What follows belongs to an exercise in optimizing a design on an open flow for small area and few clock cycles per item; a production flow would make more cautious choices. Only simulation tests tie the RTL to the original design; equivalence was not proved.

==> flow/design.v <==
`default_nettype none
`timescale 1ns/100ps
module fm_window_feeder (
    input  wire logic                         clk,
    input  wire logic                         wr_en,        
    input  wire logic [3-1:0]    wr_row,
    input  wire logic [3-1:0]    wr_col,
    input  wire logic [64-1:0]      wr_data,      
    input  wire logic [15:0]                  rd_sel,       
    output logic [64-1:0]           px_tl,        
    output logic [64-1:0]           px_tr,        
    output logic [64-1:0]           px_bl,        
    output logic [64-1:0]           px_br         
);
    logic [15:0][64-1:0] bank_tl;
    logic [15:0][64-1:0] bank_tr;
    logic [15:0][64-1:0] bank_bl;
    logic [15:0][64-1:0] bank_br;
    logic [3:0] wr_idx;
    assign wr_idx = {wr_row[2:1], wr_col[2:1]};
    logic [15:0] wr_sel;                     
    logic [15:0] we_tl;
    logic [15:0] we_tr;
    logic [15:0] we_bl;
    logic [15:0] we_br;
    always_comb begin
        wr_sel = '0;
        wr_sel[wr_idx] = 1'b1;
    end
    assign we_tl = wr_sel & {16{wr_en && !wr_row[0] && !wr_col[0]}};
    assign we_tr = wr_sel & {16{wr_en && !wr_row[0] &&  wr_col[0]}};
    assign we_bl = wr_sel & {16{wr_en &&  wr_row[0] && !wr_col[0]}};
    assign we_br = wr_sel & {16{wr_en &&  wr_row[0] &&  wr_col[0]}};
    logic [15:0][64-1:0] next_tl;
    logic [15:0][64-1:0] next_tr;
    logic [15:0][64-1:0] next_bl;
    logic [15:0][64-1:0] next_br;
    for (genvar i = 0; i < 16; i++) begin : g_word
        fm_word_next u_tl (.q(bank_tl[i]), .d(wr_data), .we(we_tl[i]), .keep(!we_tl[i]), .q_next(next_tl[i]));
        fm_word_next u_tr (.q(bank_tr[i]), .d(wr_data), .we(we_tr[i]), .keep(!we_tr[i]), .q_next(next_tr[i]));
        fm_word_next u_bl (.q(bank_bl[i]), .d(wr_data), .we(we_bl[i]), .keep(!we_bl[i]), .q_next(next_bl[i]));
        fm_word_next u_br (.q(bank_br[i]), .d(wr_data), .we(we_br[i]), .keep(!we_br[i]), .q_next(next_br[i]));
    end
    always_ff @(posedge clk) begin
        bank_tl <= next_tl;
        bank_tr <= next_tr;
        bank_bl <= next_bl;
        bank_br <= next_br;
    end
    fm_read_word u_rd_tl (.sel(rd_sel), .words(bank_tl), .y(px_tl));
    fm_read_word u_rd_tr (.sel(rd_sel), .words(bank_tr), .y(px_tr));
    fm_read_word u_rd_bl (.sel(rd_sel), .words(bank_bl), .y(px_bl));
    fm_read_word u_rd_br (.sel(rd_sel), .words(bank_br), .y(px_br));
endmodule
module fm_word_next (
    input  wire logic [64-1:0] q,
    input  wire logic [64-1:0] d,
    input  wire logic                    we,
    input  wire logic                    keep,
    output logic [64-1:0]      q_next
);
    assign q_next = (q & {64{keep}}) | (d & {64{we}});
endmodule
module fm_read_word (
    input  wire logic [15:0]                   sel,
    input  wire logic [15:0][64-1:0] words,
    output logic [64-1:0]            y
);
    logic [5:0][64-1:0] grp_n;     
    for (genvar g = 0; g < 5; g++) begin : g_grp
        fm_read_leg3 u_leg (.a0(words[3*g]), .a1(words[3*g+1]), .a2(words[3*g+2]),
                            .s(sel[3*g +: 3]), .y_n(grp_n[g]));
    end
    assign grp_n[5] = ~(words[15] & {64{sel[15]}});
    assign y = ~(grp_n[0] & grp_n[1] & grp_n[2] & grp_n[3] & grp_n[4] & grp_n[5]);
endmodule
module fm_read_leg3 (
    input  wire logic [64-1:0] a0,
    input  wire logic [64-1:0] a1,
    input  wire logic [64-1:0] a2,
    input  wire logic [2:0]              s,
    output logic [64-1:0]      y_n
);
    assign y_n = ~((a0 & {64{s[0]}}) | (a1 & {64{s[1]}}) |
                   (a2 & {64{s[2]}}));
endmodule
`default_nettype wire
`default_nettype none
`timescale 1ns/100ps
module pool_lane (
    input  wire logic                        relu_en,
    input  wire logic [16-1:0]      win_tl,      
    input  wire logic [16-1:0]      win_tr,      
    input  wire logic [16-1:0]      win_bl,      
    input  wire logic [16-1:0]      win_br,      
    output logic [16-1:0]           res_value
);
    logic [16-1:0] top;
    logic [16-1:0] bot;
    logic [16-1:0] win_max;
    logic tr_wins;
    logic br_wins;
    logic bot_wins;
    fp16_beats u_top (.a(win_tl), .b(win_tr), .b_wins(tr_wins));
    fp16_beats u_bot (.a(win_bl), .b(win_br), .b_wins(br_wins));
    assign top = tr_wins ? win_tr : win_tl;
    assign bot = br_wins ? win_br : win_bl;
    fp16_beats u_fin (.a(top), .b(bot), .b_wins(bot_wins));
    assign win_max = bot_wins ? bot : top;
    assign res_value = (relu_en && win_max[16-1]) ? '0 : win_max;
endmodule
module fp16_beats (
    input  wire logic [16-1:0] a,
    input  wire logic [16-1:0] b,
    output logic                        b_wins
);
    logic mag_gt;                            
    logic mag_eq;
    logic a_zero;
    assign mag_gt = b[16-2:0] > a[16-2:0];
    assign mag_eq = b[16-2:0] == a[16-2:0];
    assign a_zero = a[16-2:0] == '0;
    assign b_wins = a[16-1] ? (b[16-1] ? (!mag_gt && !mag_eq) : !(mag_eq && a_zero))
                                     : (!b[16-1] && mag_gt);
endmodule
`default_nettype wire
`default_nettype none
`timescale 1ns/100ps
module result_drain (
    input  wire logic                          clk,
    input  wire logic                          rst,
    input  wire logic                          start_req,
    input  wire logic [5-1:0]         start_cfg,    
    input  wire logic                          out_ack,
    output logic                               start_ack,
    output logic                               layer_ready,
    output logic                               out_req,
    output logic                               relu_en,      
    output logic [2-1:0]         row_cnt,      
    output logic [2-1:0]         col_cnt,      
    output logic [15:0]                        pos_sel       
);
    logic [2-1:0] last_idx;    
    logic cfg_relu_en;
    logic start_take;
    logic pop;
    logic last_col;
    logic last_pos;
    logic [2-1:0] row_nxt;
    logic [2-1:0] col_nxt;
    assign start_take = layer_ready && start_req && !start_ack;
    assign pop        = out_req && out_ack;
    assign last_col   = col_cnt == last_idx;
    assign last_pos   = last_col && (row_cnt == last_idx);
    assign relu_en    = layer_ready ? start_cfg[0] : cfg_relu_en;
    always_comb begin
        row_nxt = row_cnt;
        col_nxt = col_cnt;
        if (!start_take && pop) begin
            if (last_pos) begin
                row_nxt = '0;
                col_nxt = '0;
            end else if (last_col) begin
                row_nxt = row_cnt + 1'b1;
                col_nxt = '0;
            end else begin
                col_nxt = col_cnt + 1'b1;
            end
        end
    end
    always_ff @(posedge clk) begin
        if (rst) begin
            row_cnt <= '0;
            col_cnt <= '0;
            pos_sel <= 16'b1;
        end else begin
            row_cnt <= row_nxt;
            col_cnt <= col_nxt;
            pos_sel <= 16'b1 << {row_nxt, col_nxt};
        end
    end
    always_ff @(posedge clk) begin
        if (rst) begin
            start_ack   <= 1'b0;
            layer_ready <= 1'b1;
            out_req     <= 1'b0;
            cfg_relu_en <= 1'b0;
            last_idx    <= '0;
        end else begin
            if (start_take) begin
                start_ack   <= 1'b1;
                layer_ready <= 1'b0;
                out_req     <= !out_ack;           
                cfg_relu_en <= start_cfg[0];
                last_idx    <= start_cfg[5-1:2] - 1'b1;
            end else begin
                if (start_ack && !start_req)
                    start_ack <= 1'b0;             
                if (pop) begin
                    out_req <= 1'b0;
                    if (last_pos)
                        layer_ready <= 1'b1;       
                end else if (!layer_ready && !out_req && !out_ack) begin
                    out_req <= 1'b1;               
                end
            end
        end
    end
endmodule
`default_nettype wire
`default_nettype none
`timescale 1ns/100ps
module cnn_pool_layer (
    input  wire logic                       clk,
    input  wire logic                       rst,
    input  wire logic                       fm_wr_en,
    input  wire logic [3-1:0]  fm_wr_row,
    input  wire logic [3-1:0]  fm_wr_col,
    input  wire logic [64-1:0]    fm_wr_data,   
    input  wire logic                       start_req,
    input  wire logic [5-1:0]      start_cfg,    
    output logic                            start_ack,
    output logic                            layer_ready,
    output logic                            out_req,
    input  wire logic                       out_ack,
    output logic [68-1:0]        out_data      
);
    logic [64-1:0] px_tl;
    logic [64-1:0] px_tr;
    logic [64-1:0] px_bl;
    logic [64-1:0] px_br;
    logic [64-1:0] values;
    logic [64-1:0] out_values;
    logic [2-1:0] row_cnt;
    logic [2-1:0] col_cnt;
    logic [15:0] pos_sel;
    logic relu_en;
    result_drain u_ctrl (
        .clk         (clk),
        .rst         (rst),
        .start_req   (start_req),
        .start_cfg   (start_cfg),
        .out_ack     (out_ack),
        .start_ack   (start_ack),
        .layer_ready (layer_ready),
        .out_req     (out_req),
        .relu_en     (relu_en),
        .row_cnt     (row_cnt),
        .col_cnt     (col_cnt),
        .pos_sel     (pos_sel)
    );
    fm_window_feeder u_map (
        .clk     (clk),
        .wr_en   (fm_wr_en && layer_ready),
        .wr_row  (fm_wr_row),
        .wr_col  (fm_wr_col),
        .wr_data (fm_wr_data),
        .rd_sel  (pos_sel),
        .px_tl   (px_tl),
        .px_tr   (px_tr),
        .px_bl   (px_bl),
        .px_br   (px_br)
    );
    for (genvar l = 0; l < 4; l++) begin : g_lane
        pool_lane u_lane (
            .relu_en   (relu_en),
            .win_tl    (px_tl[l*16 +: 16]),
            .win_tr    (px_tr[l*16 +: 16]),
            .win_bl    (px_bl[l*16 +: 16]),
            .win_br    (px_br[l*16 +: 16]),
            .res_value (values[l*16 +: 16])
        );
    end
    always_ff @(posedge clk)
        out_values <= values;
    assign out_data = {row_cnt, col_cnt, out_values};
endmodule
`default_nettype wire
Settings: LEC_CHECK=0, CAP_MARGIN=20, CORE_MARGIN=2, CORE_UTILIZATION=62, CTS_CLUSTER_DIAMETER=80, CTS_CLUSTER_SIZE=26, SLEW_MARGIN=20, SYNTH_HIERARCHICAL=1, SYNTH_MEMORY_MAX_BITS=8192; clock period 8.0 ns.
standard.sh (not shown) runs the stock make flow with config.mk's settings and CLKGATE_MAP_FILE= SYNTH_SCRIPT=/design/flow/synth_recipe.tcl, a recipe that flattens the netlist after the stock synthesis.
==> flow/flow/run.sh <==
#!/bin/bash
set -o pipefail
export CTS_ARGS="-sink_clustering_enable -repair_clock_nets -sink_clustering_size 26 -sink_clustering_max_diameter 80 -dont_use_dummy_load"
export BUFFER_PORTS_ARGS="-buffer_cell sky130_fd_sc_hd__buf_1"
bash standard.sh > standard.log 2>&1
Testbench counts at the start, summed over its fixed seeds: cycles 6,895, results 1,136.
Rerun with:
--- a/flow/flow/run.sh
+++ b/flow/flow/run.sh
@@ -4,0 +5 @@
+export RECOVER_POWER=100
CORE_UTILIZATION = 55   (was 62)
- The changed run finished with capacitance limit, slew limit left
- routed wire length goes down slightly
- sequential share of layout area stays flat
- non-clock buffer count went up by 7
- register-to-register slack got worse by 0.55 ns
- final area barely changes
- worst setup slack loses 0.71 ns
- flip-flop and latch count does not change
- cell count rose by a few percent

## port drivers added, routing unchanged
The flow's constraints put no driver on any port. The routed layouts listed below were extracted and timed again, unchanged, in two steps. Step 1 sets driving cells, clkbuf_16 on the clock port and buf_2 on the other inputs (assumed; they add their load-dependent delay and slew). Step 2 adds t to the input delays and takes it off the output delays; t is the mean of the earliest and latest rising clock arrival at the registers after step 1. Input paths then give back, and output paths get back, about the clock's delay inside the block. a / b / c = ideal / step 1 / step 2; a / b = the first two.
run	t, ns	setup slack, ns	worst data-port slew with drivers (ns)
the first run	0.961	1.296 / 1.296 / 1.296	0.32
the second run	1.020	0.587 / 0.467 / -0.553	0.25
The setup slack of the second run, which loses most, moves by -0.120 ns with the drivers and by -1.140 ns with both steps.
